This is an optimization exercise on Yosys and OpenROAD, whose aim is small area, a short achievable clock period and few clock cycles per item, not a production implementation.
The RTL was checked by simulation tests, not by an equivalence proof against the original design.

<file path="flow/run.sh">
#!/bin/bash
# The standard layout, with the smallest buffer on every input and output
# port instead of the one buffer_ports picks by default, and gate sizing
# free to change a cell's footprint.
set -euo pipefail
bash standard.sh "BUFFER_PORTS_ARGS=-buffer_cell sky130_fd_sc_hd__buf_1" MATCH_CELL_FOOTPRINT=0 SETUP_SLACK_MARGIN=5.4 "IO_CONSTRAINTS=$(pwd)/flow/pins.tcl" "PLACE_PINS_ARGS=-min_distance 1 -min_distance_in_tracks" finish > standard_flow.log 2>&1
</file>
<file path="constraint.sdc">
create_clock -name core_clock -period 10.0 [get_ports {clock}]
set_input_delay 2.0000 -clock core_clock [delete_from_list [all_inputs] [get_ports {clock}]]
set_output_delay 2.0000 -clock core_clock [all_outputs]
set_load 0.01 [all_outputs]
</file>
<file path="standard.sh">
#!/bin/bash
# synth_recipe.tcl (not shown) runs the flow's synth.tcl, then flattens the netlist and writes it again
# the make line also repeats each setting of config.mk as NAME=value (left out here)
make -C /OpenROAD-flow-scripts/flow DESIGN_CONFIG=/design/flow/config.mk WORK_HOME=/design/flow/orfs CLKGATE_MAP_FILE= SYNTH_SCRIPT=/design/flow/synth_recipe.tcl "${@:-finish}"
</file>
<file path="flow/pins.tcl">
# generated by gen/mkpins.py: one edge region per bit slice
set_io_pin_constraint -region bottom:6.00-62.00 -pin_names [list {keyExp[1376]} {keyExp[1344]} {keyExp[1312]} {keyExp[1280]} {keyExp[1248]} {keyExp[1216]} {keyExp[1184]} {keyExp[1152]} {keyExp[1120]} {keyExp[1088]} {keyExp[1056]} {keyExp[1024]} {keyExp[992]} {keyExp[960]} {keyExp[928]} {keyExp[896]} {keyExp[864]} {keyExp[832]} {keyExp[800]} {keyExp[768]} {keyExp[736]} {keyExp[704]} {keyExp[672]} {keyExp[640]} {keyExp[608]} {keyExp[576]} {keyExp[544]} {keyExp[512]} {keyExp[480]} {keyExp[448]} {keyExp[416]} {keyExp[384]} {keyExp[352]} {keyExp[320]} {keyExp[288]} {keyExp[256]} {keyExp[224]} {keyExp[192]} {keyExp[160]} {keyExp[128]} {keyExp[96]} {keyExp[64]} {keyExp[32]} {keyExp[0]} {cipherKey[96]} {cipherKey[64]} {cipherKey[32]} {cipherKey[0]}]
set_io_pin_constraint -region bottom:62.00-118.00 -pin_names [list {keyExp[1377]} {keyExp[1345]} {keyExp[1313]} {keyExp[1281]} {keyExp[1249]} {keyExp[1217]} {keyExp[1185]} {keyExp[1153]} {keyExp[1121]} {keyExp[1089]} {keyExp[1057]} {keyExp[1025]} {keyExp[993]} {keyExp[961]} {keyExp[929]} {keyExp[897]} {keyExp[865]} {keyExp[833]} {keyExp[801]} {keyExp[769]} {keyExp[737]} {keyExp[705]} {keyExp[673]} {keyExp[641]} {keyExp[609]} {keyExp[577]} {keyExp[545]} {keyExp[513]} {keyExp[481]} {keyExp[449]} {keyExp[417]} {keyExp[385]} {keyExp[353]} {keyExp[321]} {keyExp[289]} {keyExp[257]} {keyExp[225]} {keyExp[193]} {keyExp[161]} {keyExp[129]} {keyExp[97]} {keyExp[65]} {keyExp[33]} {keyExp[1]} {cipherKey[97]} {cipherKey[65]} {cipherKey[33]} {cipherKey[1]}]
set_io_pin_constraint -region bottom:118.00-174.00 -pin_names [list {keyExp[1378]} {keyExp[1346]} {keyExp[1314]} {keyExp[1282]} {keyExp[1250]} {keyExp[1218]} {keyExp[1186]} {keyExp[1154]} {keyExp[1122]} {keyExp[1090]} {keyExp[1058]} {keyExp[1026]} {keyExp[994]} {keyExp[962]} {keyExp[930]} {keyExp[898]} {keyExp[866]} {keyExp[834]} {keyExp[802]} {keyExp[770]} {keyExp[738]} {keyExp[706]} {keyExp[674]} {keyExp[642]} {keyExp[610]} {keyExp[578]} {keyExp[546]} {keyExp[514]} {keyExp[482]} {keyExp[450]} {keyExp[418]} {keyExp[386]} {keyExp[354]} {keyExp[322]} {keyExp[290]} {keyExp[258]} {keyExp[226]} {keyExp[194]} {keyExp[162]} {keyExp[130]} {keyExp[98]} {keyExp[66]} {keyExp[34]} {keyExp[2]} {cipherKey[98]} {cipherKey[66]} {cipherKey[34]} {cipherKey[2]}]
set_io_pin_constraint -region bottom:174.00-230.00 -pin_names [list {keyExp[1379]} {keyExp[1347]} {keyExp[1315]} {keyExp[1283]} {keyExp[1251]} {keyExp[1219]} {keyExp[1187]} {keyExp[1155]} {keyExp[1123]} {keyExp[1091]} {keyExp[1059]} {keyExp[1027]} {keyExp[995]} {keyExp[963]} {keyExp[931]} {keyExp[899]} {keyExp[867]} {keyExp[835]} {keyExp[803]} {keyExp[771]} {keyExp[739]} {keyExp[707]} {keyExp[675]} {keyExp[643]} {keyExp[611]} {keyExp[579]} {keyExp[547]} {keyExp[515]} {keyExp[483]} {keyExp[451]} {keyExp[419]} {keyExp[387]} {keyExp[355]} {keyExp[323]} {keyExp[291]} {keyExp[259]} {keyExp[227]} {keyExp[195]} {keyExp[163]} {keyExp[131]} {keyExp[99]} {keyExp[67]} {keyExp[35]} {keyExp[3]} {cipherKey[99]} {cipherKey[67]} {cipherKey[35]} {cipherKey[3]}]
set_io_pin_constraint -region bottom:230.00-286.00 -pin_names [list {keyExp[1380]} {keyExp[1348]} {keyExp[1316]} {keyExp[1284]} {keyExp[1252]} {keyExp[1220]} {keyExp[1188]} {keyExp[1156]} {keyExp[1124]} {keyExp[1092]} {keyExp[1060]} {keyExp[1028]} {keyExp[996]} {keyExp[964]} {keyExp[932]} {keyExp[900]} {keyExp[868]} {keyExp[836]} {keyExp[804]} {keyExp[772]} {keyExp[740]} {keyExp[708]} {keyExp[676]} {keyExp[644]} {keyExp[612]} {keyExp[580]} {keyExp[548]} {keyExp[516]} {keyExp[484]} {keyExp[452]} {keyExp[420]} {keyExp[388]} {keyExp[356]} {keyExp[324]} {keyExp[292]} {keyExp[260]} {keyExp[228]} {keyExp[196]} {keyExp[164]} {keyExp[132]} {keyExp[100]} {keyExp[68]} {keyExp[36]} {keyExp[4]} {cipherKey[100]} {cipherKey[68]} {cipherKey[36]} {cipherKey[4]}]
set_io_pin_constraint -region bottom:286.00-342.00 -pin_names [list {keyExp[1381]} {keyExp[1349]} {keyExp[1317]} {keyExp[1285]} {keyExp[1253]} {keyExp[1221]} {keyExp[1189]} {keyExp[1157]} {keyExp[1125]} {keyExp[1093]} {keyExp[1061]} {keyExp[1029]} {keyExp[997]} {keyExp[965]} {keyExp[933]} {keyExp[901]} {keyExp[869]} {keyExp[837]} {keyExp[805]} {keyExp[773]} {keyExp[741]} {keyExp[709]} {keyExp[677]} {keyExp[645]} {keyExp[613]} {keyExp[581]} {keyExp[549]} {keyExp[517]} {keyExp[485]} {keyExp[453]} {keyExp[421]} {keyExp[389]} {keyExp[357]} {keyExp[325]} {keyExp[293]} {keyExp[261]} {keyExp[229]} {keyExp[197]} {keyExp[165]} {keyExp[133]} {keyExp[101]} {keyExp[69]} {keyExp[37]} {keyExp[5]} {cipherKey[101]} {cipherKey[69]} {cipherKey[37]} {cipherKey[5]}]
set_io_pin_constraint -region bottom:342.00-398.00 -pin_names [list {keyExp[1382]} {keyExp[1350]} {keyExp[1318]} {keyExp[1286]} {keyExp[1254]} {keyExp[1222]} {keyExp[1190]} {keyExp[1158]} {keyExp[1126]} {keyExp[1094]} {keyExp[1062]} {keyExp[1030]} {keyExp[998]} {keyExp[966]} {keyExp[934]} {keyExp[902]} {keyExp[870]} {keyExp[838]} {keyExp[806]} {keyExp[774]} {keyExp[742]} {keyExp[710]} {keyExp[678]} {keyExp[646]} {keyExp[614]} {keyExp[582]} {keyExp[550]} {keyExp[518]} {keyExp[486]} {keyExp[454]} {keyExp[422]} {keyExp[390]} {keyExp[358]} {keyExp[326]} {keyExp[294]} {keyExp[262]} {keyExp[230]} {keyExp[198]} {keyExp[166]} {keyExp[134]} {keyExp[102]} {keyExp[70]} {keyExp[38]} {keyExp[6]} {cipherKey[102]} {cipherKey[70]} {cipherKey[38]} {cipherKey[6]}]
set_io_pin_constraint -region bottom:398.00-454.00 -pin_names [list {keyExp[1383]} {keyExp[1351]} {keyExp[1319]} {keyExp[1287]} {keyExp[1255]} {keyExp[1223]} {keyExp[1191]} {keyExp[1159]} {keyExp[1127]} {keyExp[1095]} {keyExp[1063]} {keyExp[1031]} {keyExp[999]} {keyExp[967]} {keyExp[935]} {keyExp[903]} {keyExp[871]} {keyExp[839]} {keyExp[807]} {keyExp[775]} {keyExp[743]} {keyExp[711]} {keyExp[679]} {keyExp[647]} {keyExp[615]} {keyExp[583]} {keyExp[551]} {keyExp[519]} {keyExp[487]} {keyExp[455]} {keyExp[423]} {keyExp[391]} {keyExp[359]} {keyExp[327]} {keyExp[295]} {keyExp[263]} {keyExp[231]} {keyExp[199]} {keyExp[167]} {keyExp[135]} {keyExp[103]} {keyExp[71]} {keyExp[39]} {keyExp[7]} {cipherKey[103]} {cipherKey[71]} {cipherKey[39]} {cipherKey[7]}]
set_io_pin_constraint -region right:6.00-62.00 -pin_names [list {keyExp[1384]} {keyExp[1352]} {keyExp[1320]} {keyExp[1288]} {keyExp[1256]} {keyExp[1224]} {keyExp[1192]} {keyExp[1160]} {keyExp[1128]} {keyExp[1096]} {keyExp[1064]} {keyExp[1032]} {keyExp[1000]} {keyExp[968]} {keyExp[936]} {keyExp[904]} {keyExp[872]} {keyExp[840]} {keyExp[808]} {keyExp[776]} {keyExp[744]} {keyExp[712]} {keyExp[680]} {keyExp[648]} {keyExp[616]} {keyExp[584]} {keyExp[552]} {keyExp[520]} {keyExp[488]} {keyExp[456]} {keyExp[424]} {keyExp[392]} {keyExp[360]} {keyExp[328]} {keyExp[296]} {keyExp[264]} {keyExp[232]} {keyExp[200]} {keyExp[168]} {keyExp[136]} {keyExp[104]} {keyExp[72]} {keyExp[40]} {keyExp[8]} {cipherKey[104]} {cipherKey[72]} {cipherKey[40]} {cipherKey[8]}]
set_io_pin_constraint -region right:62.00-118.00 -pin_names [list {keyExp[1385]} {keyExp[1353]} {keyExp[1321]} {keyExp[1289]} {keyExp[1257]} {keyExp[1225]} {keyExp[1193]} {keyExp[1161]} {keyExp[1129]} {keyExp[1097]} {keyExp[1065]} {keyExp[1033]} {keyExp[1001]} {keyExp[969]} {keyExp[937]} {keyExp[905]} {keyExp[873]} {keyExp[841]} {keyExp[809]} {keyExp[777]} {keyExp[745]} {keyExp[713]} {keyExp[681]} {keyExp[649]} {keyExp[617]} {keyExp[585]} {keyExp[553]} {keyExp[521]} {keyExp[489]} {keyExp[457]} {keyExp[425]} {keyExp[393]} {keyExp[361]} {keyExp[329]} {keyExp[297]} {keyExp[265]} {keyExp[233]} {keyExp[201]} {keyExp[169]} {keyExp[137]} {keyExp[105]} {keyExp[73]} {keyExp[41]} {keyExp[9]} {cipherKey[105]} {cipherKey[73]} {cipherKey[41]} {cipherKey[9]}]
set_io_pin_constraint -region right:118.00-174.00 -pin_names [list {keyExp[1386]} {keyExp[1354]} {keyExp[1322]} {keyExp[1290]} {keyExp[1258]} {keyExp[1226]} {keyExp[1194]} {keyExp[1162]} {keyExp[1130]} {keyExp[1098]} {keyExp[1066]} {keyExp[1034]} {keyExp[1002]} {keyExp[970]} {keyExp[938]} {keyExp[906]} {keyExp[874]} {keyExp[842]} {keyExp[810]} {keyExp[778]} {keyExp[746]} {keyExp[714]} {keyExp[682]} {keyExp[650]} {keyExp[618]} {keyExp[586]} {keyExp[554]} {keyExp[522]} {keyExp[490]} {keyExp[458]} {keyExp[426]} {keyExp[394]} {keyExp[362]} {keyExp[330]} {keyExp[298]} {keyExp[266]} {keyExp[234]} {keyExp[202]} {keyExp[170]} {keyExp[138]} {keyExp[106]} {keyExp[74]} {keyExp[42]} {keyExp[10]} {cipherKey[106]} {cipherKey[74]} {cipherKey[42]} {cipherKey[10]}]
set_io_pin_constraint -region right:174.00-230.00 -pin_names [list {keyExp[1387]} {keyExp[1355]} {keyExp[1323]} {keyExp[1291]} {keyExp[1259]} {keyExp[1227]} {keyExp[1195]} {keyExp[1163]} {keyExp[1131]} {keyExp[1099]} {keyExp[1067]} {keyExp[1035]} {keyExp[1003]} {keyExp[971]} {keyExp[939]} {keyExp[907]} {keyExp[875]} {keyExp[843]} {keyExp[811]} {keyExp[779]} {keyExp[747]} {keyExp[715]} {keyExp[683]} {keyExp[651]} {keyExp[619]} {keyExp[587]} {keyExp[555]} {keyExp[523]} {keyExp[491]} {keyExp[459]} {keyExp[427]} {keyExp[395]} {keyExp[363]} {keyExp[331]} {keyExp[299]} {keyExp[267]} {keyExp[235]} {keyExp[203]} {keyExp[171]} {keyExp[139]} {keyExp[107]} {keyExp[75]} {keyExp[43]} {keyExp[11]} {cipherKey[107]} {cipherKey[75]} {cipherKey[43]} {cipherKey[11]}]
set_io_pin_constraint -region right:230.00-286.00 -pin_names [list {keyExp[1388]} {keyExp[1356]} {keyExp[1324]} {keyExp[1292]} {keyExp[1260]} {keyExp[1228]} {keyExp[1196]} {keyExp[1164]} {keyExp[1132]} {keyExp[1100]} {keyExp[1068]} {keyExp[1036]} {keyExp[1004]} {keyExp[972]} {keyExp[940]} {keyExp[908]} {keyExp[876]} {keyExp[844]} {keyExp[812]} {keyExp[780]} {keyExp[748]} {keyExp[716]} {keyExp[684]} {keyExp[652]} {keyExp[620]} {keyExp[588]} {keyExp[556]} {keyExp[524]} {keyExp[492]} {keyExp[460]} {keyExp[428]} {keyExp[396]} {keyExp[364]} {keyExp[332]} {keyExp[300]} {keyExp[268]} {keyExp[236]} {keyExp[204]} {keyExp[172]} {keyExp[140]} {keyExp[108]} {keyExp[76]} {keyExp[44]} {keyExp[12]} {cipherKey[108]} {cipherKey[76]} {cipherKey[44]} {cipherKey[12]}]
set_io_pin_constraint -region right:286.00-342.00 -pin_names [list {keyExp[1389]} {keyExp[1357]} {keyExp[1325]} {keyExp[1293]} {keyExp[1261]} {keyExp[1229]} {keyExp[1197]} {keyExp[1165]} {keyExp[1133]} {keyExp[1101]} {keyExp[1069]} {keyExp[1037]} {keyExp[1005]} {keyExp[973]} {keyExp[941]} {keyExp[909]} {keyExp[877]} {keyExp[845]} {keyExp[813]} {keyExp[781]} {keyExp[749]} {keyExp[717]} {keyExp[685]} {keyExp[653]} {keyExp[621]} {keyExp[589]} {keyExp[557]} {keyExp[525]} {keyExp[493]} {keyExp[461]} {keyExp[429]} {keyExp[397]} {keyExp[365]} {keyExp[333]} {keyExp[301]} {keyExp[269]} {keyExp[237]} {keyExp[205]} {keyExp[173]} {keyExp[141]} {keyExp[109]} {keyExp[77]} {keyExp[45]} {keyExp[13]} {cipherKey[109]} {cipherKey[77]} {cipherKey[45]} {cipherKey[13]}]
set_io_pin_constraint -region right:342.00-398.00 -pin_names [list {keyExp[1390]} {keyExp[1358]} {keyExp[1326]} {keyExp[1294]} {keyExp[1262]} {keyExp[1230]} {keyExp[1198]} {keyExp[1166]} {keyExp[1134]} {keyExp[1102]} {keyExp[1070]} {keyExp[1038]} {keyExp[1006]} {keyExp[974]} {keyExp[942]} {keyExp[910]} {keyExp[878]} {keyExp[846]} {keyExp[814]} {keyExp[782]} {keyExp[750]} {keyExp[718]} {keyExp[686]} {keyExp[654]} {keyExp[622]} {keyExp[590]} {keyExp[558]} {keyExp[526]} {keyExp[494]} {keyExp[462]} {keyExp[430]} {keyExp[398]} {keyExp[366]} {keyExp[334]} {keyExp[302]} {keyExp[270]} {keyExp[238]} {keyExp[206]} {keyExp[174]} {keyExp[142]} {keyExp[110]} {keyExp[78]} {keyExp[46]} {keyExp[14]} {cipherKey[110]} {cipherKey[78]} {cipherKey[46]} {cipherKey[14]}]
set_io_pin_constraint -region right:398.00-454.00 -pin_names [list {keyExp[1391]} {keyExp[1359]} {keyExp[1327]} {keyExp[1295]} {keyExp[1263]} {keyExp[1231]} {keyExp[1199]} {keyExp[1167]} {keyExp[1135]} {keyExp[1103]} {keyExp[1071]} {keyExp[1039]} {keyExp[1007]} {keyExp[975]} {keyExp[943]} {keyExp[911]} {keyExp[879]} {keyExp[847]} {keyExp[815]} {keyExp[783]} {keyExp[751]} {keyExp[719]} {keyExp[687]} {keyExp[655]} {keyExp[623]} {keyExp[591]} {keyExp[559]} {keyExp[527]} {keyExp[495]} {keyExp[463]} {keyExp[431]} {keyExp[399]} {keyExp[367]} {keyExp[335]} {keyExp[303]} {keyExp[271]} {keyExp[239]} {keyExp[207]} {keyExp[175]} {keyExp[143]} {keyExp[111]} {keyExp[79]} {keyExp[47]} {keyExp[15]} {cipherKey[111]} {cipherKey[79]} {cipherKey[47]} {cipherKey[15]}]
set_io_pin_constraint -region top:398.00-454.00 -pin_names [list {keyExp[1392]} {keyExp[1360]} {keyExp[1328]} {keyExp[1296]} {keyExp[1264]} {keyExp[1232]} {keyExp[1200]} {keyExp[1168]} {keyExp[1136]} {keyExp[1104]} {keyExp[1072]} {keyExp[1040]} {keyExp[1008]} {keyExp[976]} {keyExp[944]} {keyExp[912]} {keyExp[880]} {keyExp[848]} {keyExp[816]} {keyExp[784]} {keyExp[752]} {keyExp[720]} {keyExp[688]} {keyExp[656]} {keyExp[624]} {keyExp[592]} {keyExp[560]} {keyExp[528]} {keyExp[496]} {keyExp[464]} {keyExp[432]} {keyExp[400]} {keyExp[368]} {keyExp[336]} {keyExp[304]} {keyExp[272]} {keyExp[240]} {keyExp[208]} {keyExp[176]} {keyExp[144]} {keyExp[112]} {keyExp[80]} {keyExp[48]} {keyExp[16]} {cipherKey[112]} {cipherKey[80]} {cipherKey[48]} {cipherKey[16]}]
set_io_pin_constraint -region top:342.00-398.00 -pin_names [list {keyExp[1393]} {keyExp[1361]} {keyExp[1329]} {keyExp[1297]} {keyExp[1265]} {keyExp[1233]} {keyExp[1201]} {keyExp[1169]} {keyExp[1137]} {keyExp[1105]} {keyExp[1073]} {keyExp[1041]} {keyExp[1009]} {keyExp[977]} {keyExp[945]} {keyExp[913]} {keyExp[881]} {keyExp[849]} {keyExp[817]} {keyExp[785]} {keyExp[753]} {keyExp[721]} {keyExp[689]} {keyExp[657]} {keyExp[625]} {keyExp[593]} {keyExp[561]} {keyExp[529]} {keyExp[497]} {keyExp[465]} {keyExp[433]} {keyExp[401]} {keyExp[369]} {keyExp[337]} {keyExp[305]} {keyExp[273]} {keyExp[241]} {keyExp[209]} {keyExp[177]} {keyExp[145]} {keyExp[113]} {keyExp[81]} {keyExp[49]} {keyExp[17]} {cipherKey[113]} {cipherKey[81]} {cipherKey[49]} {cipherKey[17]}]
set_io_pin_constraint -region top:286.00-342.00 -pin_names [list {keyExp[1394]} {keyExp[1362]} {keyExp[1330]} {keyExp[1298]} {keyExp[1266]} {keyExp[1234]} {keyExp[1202]} {keyExp[1170]} {keyExp[1138]} {keyExp[1106]} {keyExp[1074]} {keyExp[1042]} {keyExp[1010]} {keyExp[978]} {keyExp[946]} {keyExp[914]} {keyExp[882]} {keyExp[850]} {keyExp[818]} {keyExp[786]} {keyExp[754]} {keyExp[722]} {keyExp[690]} {keyExp[658]} {keyExp[626]} {keyExp[594]} {keyExp[562]} {keyExp[530]} {keyExp[498]} {keyExp[466]} {keyExp[434]} {keyExp[402]} {keyExp[370]} {keyExp[338]} {keyExp[306]} {keyExp[274]} {keyExp[242]} {keyExp[210]} {keyExp[178]} {keyExp[146]} {keyExp[114]} {keyExp[82]} {keyExp[50]} {keyExp[18]} {cipherKey[114]} {cipherKey[82]} {cipherKey[50]} {cipherKey[18]}]
set_io_pin_constraint -region top:230.00-286.00 -pin_names [list {keyExp[1395]} {keyExp[1363]} {keyExp[1331]} {keyExp[1299]} {keyExp[1267]} {keyExp[1235]} {keyExp[1203]} {keyExp[1171]} {keyExp[1139]} {keyExp[1107]} {keyExp[1075]} {keyExp[1043]} {keyExp[1011]} {keyExp[979]} {keyExp[947]} {keyExp[915]} {keyExp[883]} {keyExp[851]} {keyExp[819]} {keyExp[787]} {keyExp[755]} {keyExp[723]} {keyExp[691]} {keyExp[659]} {keyExp[627]} {keyExp[595]} {keyExp[563]} {keyExp[531]} {keyExp[499]} {keyExp[467]} {keyExp[435]} {keyExp[403]} {keyExp[371]} {keyExp[339]} {keyExp[307]} {keyExp[275]} {keyExp[243]} {keyExp[211]} {keyExp[179]} {keyExp[147]} {keyExp[115]} {keyExp[83]} {keyExp[51]} {keyExp[19]} {cipherKey[115]} {cipherKey[83]} {cipherKey[51]} {cipherKey[19]}]
set_io_pin_constraint -region top:174.00-230.00 -pin_names [list {keyExp[1396]} {keyExp[1364]} {keyExp[1332]} {keyExp[1300]} {keyExp[1268]} {keyExp[1236]} {keyExp[1204]} {keyExp[1172]} {keyExp[1140]} {keyExp[1108]} {keyExp[1076]} {keyExp[1044]} {keyExp[1012]} {keyExp[980]} {keyExp[948]} {keyExp[916]} {keyExp[884]} {keyExp[852]} {keyExp[820]} {keyExp[788]} {keyExp[756]} {keyExp[724]} {keyExp[692]} {keyExp[660]} {keyExp[628]} {keyExp[596]} {keyExp[564]} {keyExp[532]} {keyExp[500]} {keyExp[468]} {keyExp[436]} {keyExp[404]} {keyExp[372]} {keyExp[340]} {keyExp[308]} {keyExp[276]} {keyExp[244]} {keyExp[212]} {keyExp[180]} {keyExp[148]} {keyExp[116]} {keyExp[84]} {keyExp[52]} {keyExp[20]} {cipherKey[116]} {cipherKey[84]} {cipherKey[52]} {cipherKey[20]}]
set_io_pin_constraint -region top:118.00-174.00 -pin_names [list {keyExp[1397]} {keyExp[1365]} {keyExp[1333]} {keyExp[1301]} {keyExp[1269]} {keyExp[1237]} {keyExp[1205]} {keyExp[1173]} {keyExp[1141]} {keyExp[1109]} {keyExp[1077]} {keyExp[1045]} {keyExp[1013]} {keyExp[981]} {keyExp[949]} {keyExp[917]} {keyExp[885]} {keyExp[853]} {keyExp[821]} {keyExp[789]} {keyExp[757]} {keyExp[725]} {keyExp[693]} {keyExp[661]} {keyExp[629]} {keyExp[597]} {keyExp[565]} {keyExp[533]} {keyExp[501]} {keyExp[469]} {keyExp[437]} {keyExp[405]} {keyExp[373]} {keyExp[341]} {keyExp[309]} {keyExp[277]} {keyExp[245]} {keyExp[213]} {keyExp[181]} {keyExp[149]} {keyExp[117]} {keyExp[85]} {keyExp[53]} {keyExp[21]} {cipherKey[117]} {cipherKey[85]} {cipherKey[53]} {cipherKey[21]}]
set_io_pin_constraint -region top:62.00-118.00 -pin_names [list {keyExp[1398]} {keyExp[1366]} {keyExp[1334]} {keyExp[1302]} {keyExp[1270]} {keyExp[1238]} {keyExp[1206]} {keyExp[1174]} {keyExp[1142]} {keyExp[1110]} {keyExp[1078]} {keyExp[1046]} {keyExp[1014]} {keyExp[982]} {keyExp[950]} {keyExp[918]} {keyExp[886]} {keyExp[854]} {keyExp[822]} {keyExp[790]} {keyExp[758]} {keyExp[726]} {keyExp[694]} {keyExp[662]} {keyExp[630]} {keyExp[598]} {keyExp[566]} {keyExp[534]} {keyExp[502]} {keyExp[470]} {keyExp[438]} {keyExp[406]} {keyExp[374]} {keyExp[342]} {keyExp[310]} {keyExp[278]} {keyExp[246]} {keyExp[214]} {keyExp[182]} {keyExp[150]} {keyExp[118]} {keyExp[86]} {keyExp[54]} {keyExp[22]} {cipherKey[118]} {cipherKey[86]} {cipherKey[54]} {cipherKey[22]}]
set_io_pin_constraint -region top:6.00-62.00 -pin_names [list {keyExp[1399]} {keyExp[1367]} {keyExp[1335]} {keyExp[1303]} {keyExp[1271]} {keyExp[1239]} {keyExp[1207]} {keyExp[1175]} {keyExp[1143]} {keyExp[1111]} {keyExp[1079]} {keyExp[1047]} {keyExp[1015]} {keyExp[983]} {keyExp[951]} {keyExp[919]} {keyExp[887]} {keyExp[855]} {keyExp[823]} {keyExp[791]} {keyExp[759]} {keyExp[727]} {keyExp[695]} {keyExp[663]} {keyExp[631]} {keyExp[599]} {keyExp[567]} {keyExp[535]} {keyExp[503]} {keyExp[471]} {keyExp[439]} {keyExp[407]} {keyExp[375]} {keyExp[343]} {keyExp[311]} {keyExp[279]} {keyExp[247]} {keyExp[215]} {keyExp[183]} {keyExp[151]} {keyExp[119]} {keyExp[87]} {keyExp[55]} {keyExp[23]} {cipherKey[119]} {cipherKey[87]} {cipherKey[55]} {cipherKey[23]}]
set_io_pin_constraint -region left:398.00-454.00 -pin_names [list {keyExp[1400]} {keyExp[1368]} {keyExp[1336]} {keyExp[1304]} {keyExp[1272]} {keyExp[1240]} {keyExp[1208]} {keyExp[1176]} {keyExp[1144]} {keyExp[1112]} {keyExp[1080]} {keyExp[1048]} {keyExp[1016]} {keyExp[984]} {keyExp[952]} {keyExp[920]} {keyExp[888]} {keyExp[856]} {keyExp[824]} {keyExp[792]} {keyExp[760]} {keyExp[728]} {keyExp[696]} {keyExp[664]} {keyExp[632]} {keyExp[600]} {keyExp[568]} {keyExp[536]} {keyExp[504]} {keyExp[472]} {keyExp[440]} {keyExp[408]} {keyExp[376]} {keyExp[344]} {keyExp[312]} {keyExp[280]} {keyExp[248]} {keyExp[216]} {keyExp[184]} {keyExp[152]} {keyExp[120]} {keyExp[88]} {keyExp[56]} {keyExp[24]} {cipherKey[120]} {cipherKey[88]} {cipherKey[56]} {cipherKey[24]}]
set_io_pin_constraint -region left:342.00-398.00 -pin_names [list {keyExp[1401]} {keyExp[1369]} {keyExp[1337]} {keyExp[1305]} {keyExp[1273]} {keyExp[1241]} {keyExp[1209]} {keyExp[1177]} {keyExp[1145]} {keyExp[1113]} {keyExp[1081]} {keyExp[1049]} {keyExp[1017]} {keyExp[985]} {keyExp[953]} {keyExp[921]} {keyExp[889]} {keyExp[857]} {keyExp[825]} {keyExp[793]} {keyExp[761]} {keyExp[729]} {keyExp[697]} {keyExp[665]} {keyExp[633]} {keyExp[601]} {keyExp[569]} {keyExp[537]} {keyExp[505]} {keyExp[473]} {keyExp[441]} {keyExp[409]} {keyExp[377]} {keyExp[345]} {keyExp[313]} {keyExp[281]} {keyExp[249]} {keyExp[217]} {keyExp[185]} {keyExp[153]} {keyExp[121]} {keyExp[89]} {keyExp[57]} {keyExp[25]} {cipherKey[121]} {cipherKey[89]} {cipherKey[57]} {cipherKey[25]}]
set_io_pin_constraint -region left:286.00-342.00 -pin_names [list {keyExp[1402]} {keyExp[1370]} {keyExp[1338]} {keyExp[1306]} {keyExp[1274]} {keyExp[1242]} {keyExp[1210]} {keyExp[1178]} {keyExp[1146]} {keyExp[1114]} {keyExp[1082]} {keyExp[1050]} {keyExp[1018]} {keyExp[986]} {keyExp[954]} {keyExp[922]} {keyExp[890]} {keyExp[858]} {keyExp[826]} {keyExp[794]} {keyExp[762]} {keyExp[730]} {keyExp[698]} {keyExp[666]} {keyExp[634]} {keyExp[602]} {keyExp[570]} {keyExp[538]} {keyExp[506]} {keyExp[474]} {keyExp[442]} {keyExp[410]} {keyExp[378]} {keyExp[346]} {keyExp[314]} {keyExp[282]} {keyExp[250]} {keyExp[218]} {keyExp[186]} {keyExp[154]} {keyExp[122]} {keyExp[90]} {keyExp[58]} {keyExp[26]} {cipherKey[122]} {cipherKey[90]} {cipherKey[58]} {cipherKey[26]}]
set_io_pin_constraint -region left:230.00-286.00 -pin_names [list {keyExp[1403]} {keyExp[1371]} {keyExp[1339]} {keyExp[1307]} {keyExp[1275]} {keyExp[1243]} {keyExp[1211]} {keyExp[1179]} {keyExp[1147]} {keyExp[1115]} {keyExp[1083]} {keyExp[1051]} {keyExp[1019]} {keyExp[987]} {keyExp[955]} {keyExp[923]} {keyExp[891]} {keyExp[859]} {keyExp[827]} {keyExp[795]} {keyExp[763]} {keyExp[731]} {keyExp[699]} {keyExp[667]} {keyExp[635]} {keyExp[603]} {keyExp[571]} {keyExp[539]} {keyExp[507]} {keyExp[475]} {keyExp[443]} {keyExp[411]} {keyExp[379]} {keyExp[347]} {keyExp[315]} {keyExp[283]} {keyExp[251]} {keyExp[219]} {keyExp[187]} {keyExp[155]} {keyExp[123]} {keyExp[91]} {keyExp[59]} {keyExp[27]} {cipherKey[123]} {cipherKey[91]} {cipherKey[59]} {cipherKey[27]}]
set_io_pin_constraint -region left:174.00-230.00 -pin_names [list {keyExp[1404]} {keyExp[1372]} {keyExp[1340]} {keyExp[1308]} {keyExp[1276]} {keyExp[1244]} {keyExp[1212]} {keyExp[1180]} {keyExp[1148]} {keyExp[1116]} {keyExp[1084]} {keyExp[1052]} {keyExp[1020]} {keyExp[988]} {keyExp[956]} {keyExp[924]} {keyExp[892]} {keyExp[860]} {keyExp[828]} {keyExp[796]} {keyExp[764]} {keyExp[732]} {keyExp[700]} {keyExp[668]} {keyExp[636]} {keyExp[604]} {keyExp[572]} {keyExp[540]} {keyExp[508]} {keyExp[476]} {keyExp[444]} {keyExp[412]} {keyExp[380]} {keyExp[348]} {keyExp[316]} {keyExp[284]} {keyExp[252]} {keyExp[220]} {keyExp[188]} {keyExp[156]} {keyExp[124]} {keyExp[92]} {keyExp[60]} {keyExp[28]} {cipherKey[124]} {cipherKey[92]} {cipherKey[60]} {cipherKey[28]}]
set_io_pin_constraint -region left:118.00-174.00 -pin_names [list {keyExp[1405]} {keyExp[1373]} {keyExp[1341]} {keyExp[1309]} {keyExp[1277]} {keyExp[1245]} {keyExp[1213]} {keyExp[1181]} {keyExp[1149]} {keyExp[1117]} {keyExp[1085]} {keyExp[1053]} {keyExp[1021]} {keyExp[989]} {keyExp[957]} {keyExp[925]} {keyExp[893]} {keyExp[861]} {keyExp[829]} {keyExp[797]} {keyExp[765]} {keyExp[733]} {keyExp[701]} {keyExp[669]} {keyExp[637]} {keyExp[605]} {keyExp[573]} {keyExp[541]} {keyExp[509]} {keyExp[477]} {keyExp[445]} {keyExp[413]} {keyExp[381]} {keyExp[349]} {keyExp[317]} {keyExp[285]} {keyExp[253]} {keyExp[221]} {keyExp[189]} {keyExp[157]} {keyExp[125]} {keyExp[93]} {keyExp[61]} {keyExp[29]} {cipherKey[125]} {cipherKey[93]} {cipherKey[61]} {cipherKey[29]}]
set_io_pin_constraint -region left:62.00-118.00 -pin_names [list {keyExp[1406]} {keyExp[1374]} {keyExp[1342]} {keyExp[1310]} {keyExp[1278]} {keyExp[1246]} {keyExp[1214]} {keyExp[1182]} {keyExp[1150]} {keyExp[1118]} {keyExp[1086]} {keyExp[1054]} {keyExp[1022]} {keyExp[990]} {keyExp[958]} {keyExp[926]} {keyExp[894]} {keyExp[862]} {keyExp[830]} {keyExp[798]} {keyExp[766]} {keyExp[734]} {keyExp[702]} {keyExp[670]} {keyExp[638]} {keyExp[606]} {keyExp[574]} {keyExp[542]} {keyExp[510]} {keyExp[478]} {keyExp[446]} {keyExp[414]} {keyExp[382]} {keyExp[350]} {keyExp[318]} {keyExp[286]} {keyExp[254]} {keyExp[222]} {keyExp[190]} {keyExp[158]} {keyExp[126]} {keyExp[94]} {keyExp[62]} {keyExp[30]} {cipherKey[126]} {cipherKey[94]} {cipherKey[62]} {cipherKey[30]}]
set_io_pin_constraint -region left:6.00-62.00 -pin_names [list {keyExp[1407]} {keyExp[1375]} {keyExp[1343]} {keyExp[1311]} {keyExp[1279]} {keyExp[1247]} {keyExp[1215]} {keyExp[1183]} {keyExp[1151]} {keyExp[1119]} {keyExp[1087]} {keyExp[1055]} {keyExp[1023]} {keyExp[991]} {keyExp[959]} {keyExp[927]} {keyExp[895]} {keyExp[863]} {keyExp[831]} {keyExp[799]} {keyExp[767]} {keyExp[735]} {keyExp[703]} {keyExp[671]} {keyExp[639]} {keyExp[607]} {keyExp[575]} {keyExp[543]} {keyExp[511]} {keyExp[479]} {keyExp[447]} {keyExp[415]} {keyExp[383]} {keyExp[351]} {keyExp[319]} {keyExp[287]} {keyExp[255]} {keyExp[223]} {keyExp[191]} {keyExp[159]} {keyExp[127]} {keyExp[95]} {keyExp[63]} {keyExp[31]} {cipherKey[127]} {cipherKey[95]} {cipherKey[63]} {cipherKey[31]}]
</file>
<file path="config.mk">
export PLATFORM = sky130hd
export DESIGN_NAME = keyExpansionTop
export DESIGN_NICKNAME = keyExpansionTop
export VERILOG_FILES = /design/flow/design.v
export SDC_FILE = /design/flow/constraint.sdc
export NUM_CORES = 4
export LEC_CHECK = 0
export ABC_AREA = 1
export CAP_MARGIN = 20
export CORE_AREA = 2 2 458 458
export DIE_AREA = 0 0 460 460
export SLEW_MARGIN = 20
</file>
<file path="design.v">
package aesKeyPkg;
	typedef logic [31:0] word32;  
	typedef logic [127:0] aesKey128;  
	typedef logic [1407:0] expandedKey;  
	typedef logic [3:0] roundIndex;
	typedef logic [7:0] rconByte;
	localparam roundIndex numRounds = 4'd10;
	localparam int numWords = 14;
endpackage
`timescale 1ns/1ps
module sboxLookup(input [31:0] inWord, output [31:0] outWord);
  localparam [2047:0] SBOX = {
		128'h637c777bf26b6fc53001672bfed7ab76, 128'hca82c97dfa5947f0add4a2af9ca472c0,
		128'hb7fd9326363ff7cc34a5e5f171d83115, 128'h04c723c31896059a071280e2eb27b275,
		128'h09832c1a1b6e5aa0523bd6b329e32f84, 128'h53d100ed20fcb15b6acbbe394a4c58cf,
		128'hd0efaafb434d338545f9027f503c9fa8, 128'h51a3408f929d38f5bcb6da2110fff3d2,
		128'hcd0c13ec5f974417c4a77e3d645d1973, 128'h60814fdc222a908846eeb814de5e0bdb,
		128'he0323a0a4906245cc2d3ac629195e479, 128'he7c8376d8dd54ea96c56f4ea657aae08,
		128'hba78252e1ca6b4c6e8dd741f4bbd8b8a, 128'h703eb5664803f60e613557b986c11d9e,
		128'he1f8981169d98e949b1e87e9ce5528df, 128'h8ca1890dbfe6426841992d0fb054bb16};
  genvar b;
  generate for (b=0;b<4;b=b+1) begin : g
    wire [7:0] x = inWord[8*b +: 8];
    assign outWord[8*b +: 8] = SBOX[2047 - 8*x -: 8];
  end endgenerate
endmodule
`timescale 1ns/1ps
module keyLoader (
	input logic [3:0][31:0] words,  
	input logic [2:0] step,
	input aesKeyPkg::rconByte rconOdd,
	input aesKeyPkg::rconByte rconEven,
	output aesKeyPkg::word32 prevOdd,  
	output aesKeyPkg::word32 prevEven  
);
	aesKeyPkg::word32 fixOdd, fixEven;
	always_comb
	begin
		fixOdd = '0;
		fixEven = '0;
		case (step)
			3'd1:
			begin
				fixOdd = words[0] ^ words[1] ^ words[2];  
				fixEven = words[0];  
			end
			3'd2:
			begin
				fixOdd = words[2];  
			end
			default:
			begin
			end
		endcase
	end
	assign prevOdd = words[3] ^ fixOdd ^ {rconOdd, 24'h000000};
	assign prevEven = words[2] ^ fixEven ^ {rconEven, 24'h000000};
endmodule
`timescale 1ns/1ps
module roundKeyGenerator (
	input logic clock,
	input logic reset,
	input logic start,
	output logic shift,  
	output logic [2:0] step,  
	output aesKeyPkg::rconByte rconOdd,  
	output aesKeyPkg::rconByte rconEven,  
	output logic done
);
	logic running;
	logic [2:0] count;
	always_ff @(posedge clock)
	begin
		if (reset)
		begin
			running <= 1'b0;
			done <= 1'b0;
		end
		else if (start)
		begin
			running <= 1'b1;
			done <= 1'b0;
		end
		else if (running && count == 3'd5)
		begin
			running <= 1'b0;
			done <= 1'b1;
		end
	end
	always_ff @(posedge clock)
	begin
		if (start)
			count <= 3'd1;
		else if (running)
			count <= count + 3'd1;
	end
	always_comb
	begin
		case (count)
			3'd1: {rconOdd, rconEven} = 16'h0102;
			3'd2: {rconOdd, rconEven} = 16'h0408;
			3'd3: {rconOdd, rconEven} = 16'h1020;
			3'd4: {rconOdd, rconEven} = 16'h4080;
			3'd5: {rconOdd, rconEven} = 16'h1b36;
			default: {rconOdd, rconEven} = 16'h0000;
		endcase
	end
	assign shift = running;
	assign step = count;
endmodule
`timescale 1ns/1ps
module keyScheduleStore (
	input logic clock,
	input logic start,
	input logic shift,
	input logic [3:0][31:0] loadWords,
	input aesKeyPkg::word32 nextOdd,  
	input aesKeyPkg::word32 nextEven,  
	output logic [13:0][31:0] words
);
	always_ff @(posedge clock)
	begin
		if (start)
			words[3:0] <= loadWords;
		else if (shift)
			words[3:0] <= {words[1:0], nextOdd, nextEven};
	end
	always_ff @(posedge clock)
	begin
		if (shift)
			words[13:4] <= words[11:2];
	end
endmodule
`timescale 1ns/1ps
module keyExpansionTop (
	input logic clock,
	input logic reset,
	input logic start,
	input aesKeyPkg::aesKey128 cipherKey,
	output aesKeyPkg::expandedKey keyExp,
	output logic keyExpDone
);
	logic [13:0][31:0] words;  
	aesKeyPkg::word32 subOdd, subEven;
	aesKeyPkg::word32 prevOdd, prevEven;
	aesKeyPkg::word32 nextOdd, nextEven;
	aesKeyPkg::rconByte rconOdd, rconEven;
	logic [2:0] step;
	logic shift;
	roundKeyGenerator control (
		.clock(clock),
		.reset(reset),
		.start(start),
		.shift(shift),
		.step(step),
		.rconOdd(rconOdd),
		.rconEven(rconEven),
		.done(keyExpDone)
	);
	keyLoader tap (
		.words(words[3:0]),
		.step(step),
		.rconOdd(rconOdd),
		.rconEven(rconEven),
		.prevOdd(prevOdd),
		.prevEven(prevEven)
	);
	sboxLookup sboxOdd (
		.inWord({words[0][23:0], words[0][31:24]}),
		.outWord(subOdd)
	);
	assign nextOdd = prevOdd ^ subOdd;
	sboxLookup sboxEven (
		.inWord({nextOdd[23:0], nextOdd[31:24]}),
		.outWord(subEven)
	);
	assign nextEven = prevEven ^ subEven;
	keyScheduleStore store (
		.clock(clock),
		.start(start),
		.shift(shift),
		.loadWords(cipherKey),  
		.nextOdd(nextOdd),
		.nextEven(nextEven),
		.words(words)
	);
	aesKeyPkg::word32 a [0:10];
	aesKeyPkg::word32 b [0:10];
	aesKeyPkg::word32 c [0:10];
	aesKeyPkg::word32 d [0:10];
	assign d[0] = words[10];
	assign c[0] = words[11];
	assign b[0] = words[12];
	assign a[0] = words[13];
	assign d[1] = words[9];
	assign c[1] = d[1] ^ d[0];
	assign b[1] = c[1] ^ c[0];
	assign a[1] = c[1] ^ (b[0] ^ c[0]);
	for (genvar r = 2; r <= 10; r++)
	begin : g_round
		assign d[r] = words[10 - r];
		assign c[r] = d[r] ^ d[r - 1];
		assign b[r] = d[r] ^ d[r - 2];
		assign a[r] = c[r] ^ c[r - 2];
	end
	for (genvar r = 0; r <= 10; r++)
	begin : g_out
		assign keyExp[1407 - 128 * r -: 128] = {a[r], b[r], c[r], d[r]};
	end
endmodule
</file>
==> run notes, run 1 <==
status=timing/DRC/antenna clean; core region area=207,000 um2; largest delay contributor family on the critical path=simple AND/OR/NAND/NOR gates; worst setup skew after layout=39.4 ps; DR top layer=met5; end of the worst register-to-register path=store.words[26]$_DFFE_PP_; final weighted congestion in routability-driven placement=1.06; minimum setup slack after placement=3860 ps; series of cell instances along the critical path=buf_4 -> xnor2_1 -> inv_1 -> nor2_1 -> o22ai_1 -> xor2_2 -> nand3_1 -> nand2_1 -> buf_4 -> clkinvlp_4 -> nand3_1 -> nand2_1 -> nand3_1 -> nand3_1 -> nand3_1 -> nand2_1; post-synthesis instance area=50,100 um2; worst path required time=10,460 ps; share of cells above drive strength 1=7.25%; Post-Route Setup TNS=0 ps; final number of max-transition violations=0; Total Routing Usage GR=22.5%; logic depth of the worst register-to-register path=16; Total Wirelength=258 mm; worst hold path type=reg -> reg; worst-skew pair later-pin latency=720 ps; worst-path cell with the longest stage delay=sky130_fd_sc_hd__xnor2_1; die height=460 um; number of max-cap violations=0; slew at the pin with the worst max-slew slack=959 ps; pin count of the biggest net entering global routing=94; number of iterations in the first detailed-routing pass=8; Hold Path End=control.count[0]$_SDFFE_PP1P_; part of the Yosys area used for sequential elements=27.0%; final worst path period share=45.2%; WL met3=29.1 mm; maximum clock frequency=0.221 GHz; detail-routed via count per cell=5.32; post-detailed-route DRC marker count=0; total of warnings raised by yosys=8; worst-path fanout max=22; kind of start point of the critical path=flop; Final Hold Fails=0; Worst path max stage delay=560 ps; clock-pin slew reported for the worst setup and hold paths after clock tree synthesis=60 ps; RSZ-0062 raised after global routing=yes; TritonCTS Buffers=59; Final nets=8,800; CP Class=reg -> reg; count of input and output buffers=1,539; buffers and inverters on the worst path=4; number of distinct library cells after synthesis=51; synth-to-layout area growth=23.4%; CTS tree=yes; final count of negative-setup-slack endpoints=0; clock tree root buffer cell=sky130_fd_sc_hd__clkbuf_16; area enclosed by the die boundary=212,000 um2; vias post-DR=60.2k; first-pass GRT wire length=364 mm; Detail Placement HPWL=185 mm; wire length on met2=111 mm; standard-cell rows=167; die width=460 um; remaining global-route overflow=0; cell with the most instances on the worst path=sky130_fd_sc_hd__nand3_1; ANT nets after route=0; number of filler instances in the final layout=22.8k; TritonCTS Sinks=453; endpoint type of the worst setup path=flop; mean cell area of the mapped netlist=6.90 um2; num ports=1,540; met1 wire length=105 mm; initial drt markers=8,976; register bit total from synthesis=453; hold buffers post-CTS=0; clock period minus worst slack=4520 ps; reg-to-reg startpoint=store.words[22]$_DFFE_PP_; net count after synthesis=7,514; utilization after layout=29.9%; initial antenna violation count=22; maximum buffer depth of the clock tree=3; initial core utilization=24.2%; max_slew headroom=36.0%; data arrival time of the critical path=4970 ps; Hold Crit Start=control.count[0]$_SDFFE_PP1P_; wire length per cell=22.8 um; setup ws final=5480 ps; number of H-tree levels=2; gate count of the mapped netlist=7,267; worst-case register-to-register setup slack=5480 ps; WHS=516 ps; number of global-route vias before repair=54.1k; depth of the worst hold-timing path=1
[worst register-to-register path: cells and delay by family, from the launching register on]
| kind | cells | cell delay (ps) |
|---|---|---|
| and+or+nand+nor | 9 | 1340 |
| buffers and inverters | 4 | 1260 |
| xor gates and xnor gates | 2 | 1060 |
| DFF | 1 | 400 |
| AOI/OAI and AO/OA | 1 | 190 |
[layout by cell type (no fill, tap or decap), drive strengths merged]
cell type  count
xnor2         49
o221ai         4
a221oi         2
diode          9
dfxtp          5
ha           116
nor2         274
a32o           3
o211ai        87
clkbuf        79
a211oi         3
o21ai        250
a22oi          2
bufinv         4
nand3b        15
nand2       2062
a21oi        185
edfxtp       448
nand3       1843
and2           1
nor3           4
o31ai         13
nand4         19
a21o           1
inv          329
or2           13
o22ai         25
clkinv        33
o311ai         4
o21bai         1
clkinvlp      17
o21a          10
buf         1686
a31oi         20
xor2         995
[area by class of cell]
class	count	area, um2	share of cell area [%]
multi-input cells	6001	34200	55.3
well taps	2704	3380	5.47
clock buffers	73	1570	2.54
repair buffers	1692	7390	12.0
flip-flops and latches	453	13600	21.9
inverters	344	1410	2.28
clock inverters	37	298	0.482
diodes	9	22.5	0.0364
repair inverters	2	15.0	0.0243
[registers in the layout, summed over array words and instances (netlist names)]
name,count
store.words,448
control.count,3
control.done,1
control.running,1
[cells in the mapped netlist, drive strengths merged]
| cell | count | area, um2 |
|---|---|---|
| nand3b | 15 | 113 |
| nand3 | 1842 | 9240 |
| xor2 | 995 | 8770 |
| nor2 | 274 | 1060 |
| xnor2 | 49 | 429 |
| o211ai | 87 | 653 |
| edfxtp | 448 | 13500 |
| o21a | 10 | 75.1 |
| o31ai | 13 | 97.6 |
| ha | 116 | 1450 |
| buf | 330 | 1980 |
| a21o | 1 | 7.51 |
| and2 | 1 | 6.26 |
| o22ai | 25 | 156 |
| a22oi | 2 | 15.0 |
| a221oi | 2 | 17.5 |
| clkbuf | 146 | 549 |
| o21bai | 1 | 7.51 |
| o221ai | 4 | 35.0 |
| o311ai | 4 | 35.0 |
| nand4 | 19 | 119 |
| a211oi | 3 | 22.5 |
| a32o | 3 | 30.0 |
| nor3 | 4 | 20.0 |
| clkinv | 11 | 41.3 |
| nand2 | 2056 | 7950 |
| a21oi | 185 | 963 |
| a31oi | 20 | 125 |
| dfxtp | 5 | 100 |
| o21ai | 250 | 1260 |
| or2 | 13 | 81.3 |
| inv | 333 | 1260 |
[through the flow]
step	instance area (um2)	instances
6_report	61800	11315
5_1_grt	61800	11307
4_1_cts	60200	11254
3_5_place_dp	57500	11120
3_3_place_gp	57500	11120
2_1_floorplan	50100	7267
[worst max-delay path by stage]
| stage | start | to | slack (ps) | depth (start not counted) |
|---|---|---|---|---|
| floorplan | control.running$_SDFFE_PP0P_ | store.words[0]$_DFFE_PP_ | 5510 | 2 |
| global placement | store.words[8]$_DFFE_PP_ | store.words[27]$_DFFE_PP_ | 3890 | 22 |
| detailed placement | store.words[8]$_DFFE_PP_ | store.words[27]$_DFFE_PP_ | 3860 | 22 |
| CTS | store.words[8]$_DFFE_PP_ | store.words[27]$_DFFE_PP_ | 5360 | 27 |
| global route | store.words[3]$_DFFE_PP_ | store.words[22]$_DFFE_PP_ | 5360 | 23 |
| finish | store.words[22]$_DFFE_PP_ | store.words[26]$_DFFE_PP_ | 5480 | 16 |
[layer usage]
layer / vias to the layer above / GRT usage (%)
met5: - / 0
met4: 10 / 10.3
met3: 774 / 5.29
met2: 4396 / 34.6
met1: 28041 / 29.8
li1: 26994 / -
[what timing repair did]
item | in CTS | in global routing
setup endpoints to repair | 41 | 33
buffers inserted | 23 | 42
cloned | 1 | 10
pin swaps | 1 | 18
resized for setup | 181 | 269
[cell families after synthesis]
kind of cell	Yosys count	share of synthesized area, %
and+or+nand+nor	4224	37.1
xor gates and xnor gates	1044	18.3
AOI/OAI and AO/OA	610	6.99
adders and majority gates	116	2.90
buffers and inverters	820	7.65
DFF	453	27.0
Testbench counts, summed over its fixed seeds: cycles 4,800, keys 800.
==> inputs of run 2 (changes only) <==
--- a/design.v
+++ b/design.v
@@ -122,5 +122,5 @@
 	begin
 		if (start)
-			words[3:0] <= loadWords;
+			words[3:0] <= {loadWords[3:1], nextEven};
 		else if (shift)
 			words[3:0] <= {words[1:0], nextOdd, nextEven};
@@ -175,5 +175,5 @@
 		.outWord(subEven)
 	);
-	assign nextEven = prevEven ^ subEven;
+	assign nextEven = (start ? cipherKey[31:0] : prevEven) ^ (subEven & {32{!start}});
 	keyScheduleStore store (
 		.clock(clock),
@@ -196,5 +196,5 @@
 	assign c[1] = d[1] ^ d[0];
 	assign b[1] = c[1] ^ c[0];
-	assign a[1] = c[1] ^ (b[0] ^ c[0]);
+	assign a[1] = b[1] ^ b[0];
 	for (genvar r = 2; r <= 10; r++)
 	begin : g_round
--- a/config.mk
+++ b/config.mk
@@ -10,3 +10,4 @@
 export CORE_AREA = 2 2 458 458
 export DIE_AREA = 0 0 460 460
+export PLACE_DENSITY = 0.75
 export SLEW_MARGIN = 20
==> run 2 against run 1 <==
  * Still clean
  * Fmax rose by 0.24%
  * Register-to-register slack barely moved
  * Non-clock buffer count rose by 8
  * Flip-flop and latch count did not move
  * Cell count rose by 1.8%
  * Setup slack improved by 11 ps
  * Count of clock-buffer cells in the layout rose by 1
  * Critical path depth rose by 5
  * Largest cell class unchanged
==> run notes, run 2 <==
number of H-tree levels=2 (unchanged); top post-synthesis cells by count=2,041 x sky130_fd_sc_hd__nand2_1, 1,776 x sky130_fd_sc_hd__nand3_1, 917 x sky130_fd_sc_hd__xor2_1 (was 1,970 x sky130_fd_sc_hd__nand2_1, 1,837 x sky130_fd_sc_hd__nand3_1, 988 x sky130_fd_sc_hd__xor2_1); share of the synthesized netlist area taken by xor and xnor gates=17.4% (was 18.3%); worst-skew pair later-pin latency=710 ps (was 720 ps); net count after synthesis=7,741 (was 7,514); async set-reset flop share out of synthesis=0% (unchanged); part of the Yosys area used for sequential elements=26.6% (was 27.0%); pin count of the biggest net entering global routing=88 (was 94); setup ws final=5490 ps (was 5480 ps); largest family of logic cells by synthesized area=simple AND/OR/NAND/NOR gates (unchanged); Final nets=9,018 (was 8,800); maximum clock frequency=0.222 GHz (was 0.221 GHz); initial core utilization=24.6% (was 24.2%); hold buffers post-CTS=0 (unchanged); initial drt markers=9,700 (was 8,976); standard-cell rows=167 (unchanged); compound-cell area share of the yosys netlist=7.48% (was 6.99%); utilization after layout=30.1% (was 29.9%); TritonCTS Sinks=453 (unchanged); ANT nets after route=0 (unchanged); prevailing post-synth register cell=sky130_fd_sc_hd__edfxtp_1 (unchanged); register bank with the most flops=store.words (unchanged); CTS tree=yes (unchanged); post-synthesis instance area=50,900 um2 (was 50,100 um2); remaining global-route overflow=0 (unchanged); worst-path fanout max=34 (was 22); area enclosed by the die boundary=212,000 um2 (unchanged); worst-path cell with the longest stage delay=sky130_fd_sc_hd__nand2_1 (was sky130_fd_sc_hd__xnor2_1); mean cell area of the mapped netlist=6.79 um2 (was 6.90 um2); Post-Route Setup TNS=0 ps (unchanged); clock tree root buffer cell=sky130_fd_sc_hd__clkbuf_16 (unchanged); number of global-route vias before repair=55.0k (was 54.1k); final weighted congestion in routability-driven placement=1.08 (was 1.06); total of warnings raised by yosys=8 (unchanged); data arrival time of the critical path=4920 ps (was 4970 ps); portion of synthesized cell area occupied by the leading cell type=26.4% (was 26.8%); number of iterations in the first detailed-routing pass=9 (was 8); worst path required time=10,420 ps (was 10,460 ps); die width=460 um (unchanged); register bit total from synthesis=453 (unchanged); most common cell after layout, fill and taps aside=sky130_fd_sc_hd__nand2_1 (unchanged); clock period minus worst slack=4510 ps (was 4520 ps); minimum setup slack after placement=3790 ps (was 3860 ps); endpoint type of the worst setup path=flop (unchanged); final count of negative-setup-slack endpoints=0 (unchanged); largest delay contributor family on the critical path=simple AND/OR/NAND/NOR gates (unchanged); maximum buffer depth of the clock tree=3 (unchanged); CP Class=reg -> reg (unchanged); post-detailed-route DRC marker count=0 (unchanged); Total Wirelength=257 mm (was 258 mm); Synth area leaders=sky130_fd_sc_hd__edfxtp_1 26%, sky130_fd_sc_hd__nand3_1 17%, sky130_fd_sc_hd__xor2_1 16% (was sky130_fd_sc_hd__edfxtp_1 27%, sky130_fd_sc_hd__nand3_1 18%, sky130_fd_sc_hd__xor2_1 17%); num ports=1,540 (unchanged); core region area=207,000 um2 (unchanged); number of max-cap violations=0 (unchanged); share of synthesized area spent on multiplexers=0% (unchanged); EDFF count, synth=448 (unchanged); area leader, netlist=sky130_fd_sc_hd__edfxtp_1 (unchanged); wire length per cell=22.3 um (was 22.8 um); synth-to-layout area growth=22.3% (was 23.4%); TritonCTS Buffers=58 (was 59); Worst path max stage delay=450 ps (was 560 ps); flip-flop count of the largest register, all copies and words added=448 (unchanged); adder-cell share of the synthesized area=2.83% (was 2.90%); worst hold path type=reg -> reg (unchanged); final worst path period share=45.1% (was 45.2%); worst setup skew after layout=23.7 ps (was 39.4 ps); placed cell count=11.4k (was 11.1k); kind of start point of the critical path=flop (unchanged); clock-pin slew reported for the worst setup and hold paths after clock tree synthesis=60 ps (about the same); RSZ-0062 raised after global routing=yes (unchanged); number of distinct library cells after synthesis=51 (unchanged); Total Routing Usage GR=22.3% (was 22.5%); die height=460 um (unchanged); gate count of the mapped netlist=7,495 (was 7,267); buffers and inverters on the worst path=2 (was 4); first-pass GRT wire length=363 mm (was 364 mm); number of cells in the finished layout apart from fillers=11.5k (was 11.3k); status=timing/DRC/antenna clean (unchanged); simple logic cell fraction of the synthesized area=37.1% (about the same); final number of max-transition violations=0 (unchanged); share of cells above drive strength 1=6.65% (was 7.25%); vias post-DR=61.7k (was 60.2k); series of cell instances along the critical path=buf_8 -> nand2_1 -> nand3_1 -> nand3_1 -> nand3_1 -> nand3_1 -> nand3_2 -> nand2_1 -> nand2_1 -> nand2_8 -> ha_1 -> nand2_2 -> nand2_1 -> inv_1 -> nand2_1 -> nand3_1 -> nand3_1 -> nand3_1 -> nand3_1 -> nand4_1 -> nand2_1 (was buf_4 -> xnor2_1 -> inv_1 -> nor2_1 -> o22ai_1 -> xor2_2 -> nand3_1 -> nand2_1 -> buf_4 -> clkinvlp_4 -> nand3_1 -> nand2_1 -> nand3_1 -> nand3_1 -> nand3_1 -> nand2_1); count of input and output buffers=1,539 (unchanged); initial antenna violation count=5 (was 22); most repeated cell in the gate-level netlist after synthesis=sky130_fd_sc_hd__nand2_1 (unchanged); detail-routed via count per cell=5.35 (was 5.32); cell with the most instances on the worst path=sky130_fd_sc_hd__nand3_1 (unchanged); Final Hold Fails=0 (unchanged); max_slew headroom=29.0% (was 36.0%); biggest regs=store.words: 448 flops, control.count: 3 flops (unchanged); slew at the pin with the worst max-slew slack=1060 ps (was 959 ps); leading cell types in the layout, fill and taps excluded=1,959 x sky130_fd_sc_hd__nand2_1, 1,739 x sky130_fd_sc_hd__nand3_1, 1,538 x sky130_fd_sc_hd__buf_1 (was 1,888 x sky130_fd_sc_hd__nand2_1, 1,785 x sky130_fd_sc_hd__nand3_1, 1,538 x sky130_fd_sc_hd__buf_1); Detail Placement HPWL=186 mm (was 185 mm)
[run 2: cell count changes after synthesis, moves of 35 or more]
cell / before / now
sky130_fd_sc_hd__o21ai_0: 207 / 242
sky130_fd_sc_hd__xor2_1: 988 / 917
sky130_fd_sc_hd__nand3_1: 1837 / 1776
sky130_fd_sc_hd__nand2_1: 1970 / 2041
sky130_fd_sc_hd__inv_1: 293 / 416
sky130_fd_sc_hd__nand4_1: 19 / 58
sky130_fd_sc_hd__nor2_1: 263 / 321
[run 2: path summary, 6_finish.rpt]
path,slack (ps),to,cells after the start,start
max,5490,store.words[25]$_DFFE_PP_,21,store.words[10]$_DFFE_PP_
min reg2reg,470,control.done$_SDFFE_PP0P_,1,control.done$_SDFFE_PP0P_
min,470,control.done$_SDFFE_PP0P_,1,control.done$_SDFFE_PP0P_
max reg2reg,5490,store.words[25]$_DFFE_PP_,21,store.words[10]$_DFFE_PP_
[run 2: what timing repair did]
| action | 4_1_cts | 5_1_grt |
|---|---|---|
| pin swaps | 1 | 12 |
| gates cloned | 1 | 9 |
| endpoints found under the hold margin | 0 | 0 |
| setup buffers | 16 | 35 |
| gates resized for setup | 200 | 202 |
| endpoints found under the setup margin | 45 | 37 |
[run 2: area by class of cell]
class                      count  area [um2]
inverter                     460        1830
tap                         2704        3380
antenna                        4        10.0
fill                       22496      145000
timing repair buffer        1700        7400
timing repair inverter         1        7.51
multi-input combinational   6098       34200
clock buffer                  74        1580
sequential                   453       13600
clock inverter                30         278
[run 2: routing by layer]
metal	routed length, um	part of all wire, %	global-route usage [%]	vias to the layer above
met5	37	0.014	0	-
li1	-	-	-	27626
met3	27200	11	4.38	833
met1	106000	41	30.0	28483
met4	12300	4.8	9.64	2
met2	112000	43	34.6	4757
[run 2: stage by stage]
stage,area (um2),hold WS (ps)
3_5_place_dp,58300,459
2_1_floorplan,50900,472
5_1_grt,62200,483
3_3_place_gp,58300,451
6_report,62200,469
4_1_cts,61000,472
[run 2: worst register-to-register path, cell delays in order, from the launching register on]
cell and delay [ps]:
sky130_fd_sc_hd__edfxtp_1 370, sky130_fd_sc_hd__buf_8 310, sky130_fd_sc_hd__nand2_1 500, sky130_fd_sc_hd__nand3_1 310
sky130_fd_sc_hd__nand3_1 90, sky130_fd_sc_hd__nand3_1 130, sky130_fd_sc_hd__nand3_1 140, sky130_fd_sc_hd__nand3_2 170
sky130_fd_sc_hd__nand2_1 100, sky130_fd_sc_hd__nand2_1 160, sky130_fd_sc_hd__nand2_8 160, sky130_fd_sc_hd__ha_1 400
sky130_fd_sc_hd__nand2_2 270, sky130_fd_sc_hd__nand2_1 150, sky130_fd_sc_hd__inv_1 200, sky130_fd_sc_hd__nand2_1 70
sky130_fd_sc_hd__nand3_1 90, sky130_fd_sc_hd__nand3_1 80, sky130_fd_sc_hd__nand3_1 90, sky130_fd_sc_hd__nand3_1 150
sky130_fd_sc_hd__nand4_1 130, sky130_fd_sc_hd__nand2_1 160
[run 2: kinds of logic (layout without fill, tap and decap cells)]
group                      count (synthesis)  count (layout)
AOI/OAI and AO/OA                        666             666
xor gates and xnor gates                1003            1003
adders and majority gates                115             115
buffers and inverters                    950            2265
DFF                                      453             453
other                                      0               4
and+or+nand+nor                         4308            4314
Testbench counts of run 2, summed over its fixed seeds: cycles 4,800, keys 800.
==> inputs of run 3 (changes only) <==
==> flow/run.sh (replaced) <==
#!/bin/bash
# The standard layout, with the smallest buffer on every input and output
# port instead of the one buffer_ports picks by default, and gate sizing
# free to change a cell's footprint.
set -euo pipefail
bash standard.sh "BUFFER_PORTS_ARGS=-buffer_cell sky130_fd_sc_hd__buf_1" MATCH_CELL_FOOTPRINT=0 SETUP_SLACK_MARGIN=5.6 "IO_CONSTRAINTS=$(pwd)/flow/pins.tcl" "PLACE_PINS_ARGS=-min_distance 1 -min_distance_in_tracks" finish > standard_flow.log 2>&1
==> run 3 against run 2 <==
  * Core utilization rose by 0.76 points
  * Synthesized area did not move
  * Fmax increased by 3.7%
  * Flip-flop and latch count is the same
  * Critical path depth unchanged
  * Sequential share of layout area decreased by 0.54 points
  * Synthesized cell count stayed put
  * Via count increased by 0.31%
  * Clock skew rose by 2.2 ps
  * Still clean on timing, DRC and antenna
==> run notes, run 3 <==
status=timing/DRC/antenna clean (unchanged); hold buffers post-CTS=0 (unchanged); net count after synthesis=7,741 (unchanged); end of the worst register-to-register path=store.words[21]$_DFFE_PP_ (was store.words[25]$_DFFE_PP_); WHS=476 ps (was 469 ps); worst-skew pair later-pin latency=720 ps (was 710 ps); worst path required time=10,460 ps (was 10,420 ps); first-pass GRT wire length=372 mm (was 363 mm); core region area=207,000 um2 (unchanged); worst-case register-to-register setup slack=5660 ps (was 5490 ps); initial drt markers=9,144 (was 9,700); mean cell area of the mapped netlist=6.79 um2 (unchanged); Synth area leaders=sky130_fd_sc_hd__edfxtp_1 26%, sky130_fd_sc_hd__nand3_1 17%, sky130_fd_sc_hd__xor2_1 16% (unchanged); Post-Route Setup TNS=0 ps (unchanged); Detail Placement HPWL=190 mm (was 186 mm); post-synthesis instance area=50,900 um2 (unchanged); detail-routed via count per cell=5.35 (about the same); Hold Crit Start=control.done$_SDFFE_PP0P_ (unchanged); count of input and output buffers=1,539 (unchanged); num ports=1,540 (unchanged); Final nets=9,061 (was 9,018); clock tree root buffer cell=sky130_fd_sc_hd__clkbuf_16 (unchanged); gate count of the mapped netlist=7,495 (unchanged); TritonCTS Buffers=58 (unchanged); portion of synthesized cell area occupied by the leading cell type=26.4% (unchanged); Worst path max stage delay=410 ps (was 450 ps); CTS tree=yes (unchanged); RSZ-0062 raised after global routing=yes (unchanged); total of warnings raised by yosys=8 (unchanged); maximum buffer depth of the clock tree=3 (unchanged); area leader, netlist=sky130_fd_sc_hd__edfxtp_1 (unchanged); part of the Yosys area used for sequential elements=26.6% (unchanged); worst hold path type=reg -> reg (unchanged); post-detailed-route DRC marker count=0 (unchanged); clock-pin slew reported for the worst setup and hold paths after clock tree synthesis=60 ps (about the same); pin count of the biggest net entering global routing=85 (was 88); leading cell types in the layout, fill and taps excluded=1,911 x sky130_fd_sc_hd__nand2_1, 1,725 x sky130_fd_sc_hd__nand3_1, 1,538 x sky130_fd_sc_hd__buf_1 (was 1,959 x sky130_fd_sc_hd__nand2_1, 1,739 x sky130_fd_sc_hd__nand3_1, 1,538 x sky130_fd_sc_hd__buf_1); synth-to-layout area growth=25.4% (was 22.3%); remaining global-route overflow=0 (unchanged); final worst path period share=43.4% (was 45.1%); most common cell after layout, fill and taps aside=sky130_fd_sc_hd__nand2_1 (unchanged); Final Hold Fails=0 (unchanged); Hold Path End=control.done$_SDFFE_PP0P_ (unchanged); reg-to-reg startpoint=store.words[1]$_DFFE_PP_ (was store.words[10]$_DFFE_PP_)
==> run 3: cell counts after synthesis <==
No cell type changed its count.
==> run 3: worst max path at each step <==
stage | cells after the start | end | slack, ps
after global placement | 21 | store.words[1]$_DFFE_PP_ | 4040
final | 21 | store.words[21]$_DFFE_PP_ | 5660
after floorplan | 2 | store.words[0]$_DFFE_PP_ | 5720
after CTS | 21 | store.words[2]$_DFFE_PP_ | 5570
after detailed placement | 23 | store.words[2]$_DFFE_PP_ | 4100
after global routing | 21 | store.words[5]$_DFFE_PP_ | 5490
==> run 3: per-layer routing <==
| layer | track usage, % | vias to the layer above | wire, um |
|---|---|---|---|
| met1 | 31.2 | 28847 | 110000 |
| met5 | 0 | - | 13 |
| met3 | 4.17 | 822 | 27800 |
| met2 | 35.6 | 4512 | 115000 |
| met4 | 9.64 | 2 | 12900 |
| li1 | - | 27710 | - |
==> run 3: worst reg2reg max path, stage by stage (launching register included) <==
cell and delay, ps:
sky130_fd_sc_hd__edfxtp_1 410, sky130_fd_sc_hd__buf_12 170, sky130_fd_sc_hd__clkinvlp_4 150, sky130_fd_sc_hd__buf_4 190, sky130_fd_sc_hd__ha_2 280, sky130_fd_sc_hd__nor2_4 70, sky130_fd_sc_hd__buf_12 150, sky130_fd_sc_hd__buf_4 130
sky130_fd_sc_hd__o21ai_1 280, sky130_fd_sc_hd__o21ai_0 170, sky130_fd_sc_hd__o21ai_1 180, sky130_fd_sc_hd__nand3_1 110, sky130_fd_sc_hd__nand3_1 110, sky130_fd_sc_hd__nand2_2 260, sky130_fd_sc_hd__xnor2_2 200, sky130_fd_sc_hd__buf_4 330
sky130_fd_sc_hd__clkinvlp_4 190, sky130_fd_sc_hd__buf_12 180, sky130_fd_sc_hd__nand3_1 90, sky130_fd_sc_hd__nand3_1 210, sky130_fd_sc_hd__nand4_1 170, sky130_fd_sc_hd__nand2_1 60
==> run 3: cell type report <==
type                       instances  area share, %
inverter                         460           2.97
clock inverter                    32          0.578
clock buffer                      76           2.53
antenna                            4         0.0157
timing repair inverter             2         0.0196
timing repair buffer            1738           12.6
tap                             2704           5.30
multi-input combinational       6102           54.8
sequential                       453           21.2
==> run 3: cell families (layout without fill, tap and decap cells) <==
| group | after synthesis | in the layout | synth area share, % |
|---|---|---|---|
| AOI/OAI and AO/OA | 666 | 666 | 7.48 |
| buffers and inverters | 950 | 2308 | 8.54 |
| xor gates and xnor gates | 1003 | 1003 | 17.4 |
| DFF | 453 | 453 | 26.6 |
| adders and majority gates | 115 | 115 | 2.83 |
| other | 0 | 4 | 0 |
| and+or+nand+nor | 4308 | 4318 | 37.1 |
==> run 3: what timing repair did <==
item,in CTS,in global routing
gates resized for setup,340,296
gates cloned,5,15
pin swaps,10,20
setup endpoints to repair,84,70
buffers inserted,45,41
==> run 3: per-stage QoR <==
stage	cell area [um2]	worst slack (ps)
floorplan	50900	5720
global placement	58300	4040
detailed placement	58300	4100
CTS	62100	5570
global route	63800	5490
finish	63800	5660

port drivers added, routing unchanged:
In the flow no input, the clock included, has a driving cell. The finished layouts below were timed again as built, in two steps.
Step 1 (the two cells are an assumption about what drives the block):
set clk [get_ports {clock}]
set_driving_cell -lib_cell sky130_fd_sc_hd__clkbuf_16 $clk
set_driving_cell -lib_cell sky130_fd_sc_hd__buf_2 [delete_from_list [all_inputs] $clk]
Step 2 moves the port delays by t, midway between the first and last clock arrival at a register: inputs arrive t later, outputs are due t later. That takes back most of the time a late clock gives input paths.
Slacks: no drivers / after step 1 / after step 2; pairs: no drivers / after step 1.
| run | shift t [ns] | setup slack, ns | worst setup path at the end | worst register clock-pin slew, ns | worst slew at a driven data input, ns |
|---|---|---|---|---|---|
| run 1 | 0.777 | 5.483 / 5.483 / 5.003 | input to register | 0.07 / 0.07 | 0.14 |
| run 2 | 0.774 | 5.494 / 5.418 / 5.465 | input to register | 0.07 / 0.07 | 0.30 |
| run 3 | 0.792 | 5.655 / 5.596 / 5.228 | input to register | 0.08 / 0.08 | 0.28 |
After both steps setup and hold are still met in every run listed. For run 1, which loses most, drivers alone change the setup slack by 0.000 ns; drivers and shift together by -0.480 ns.
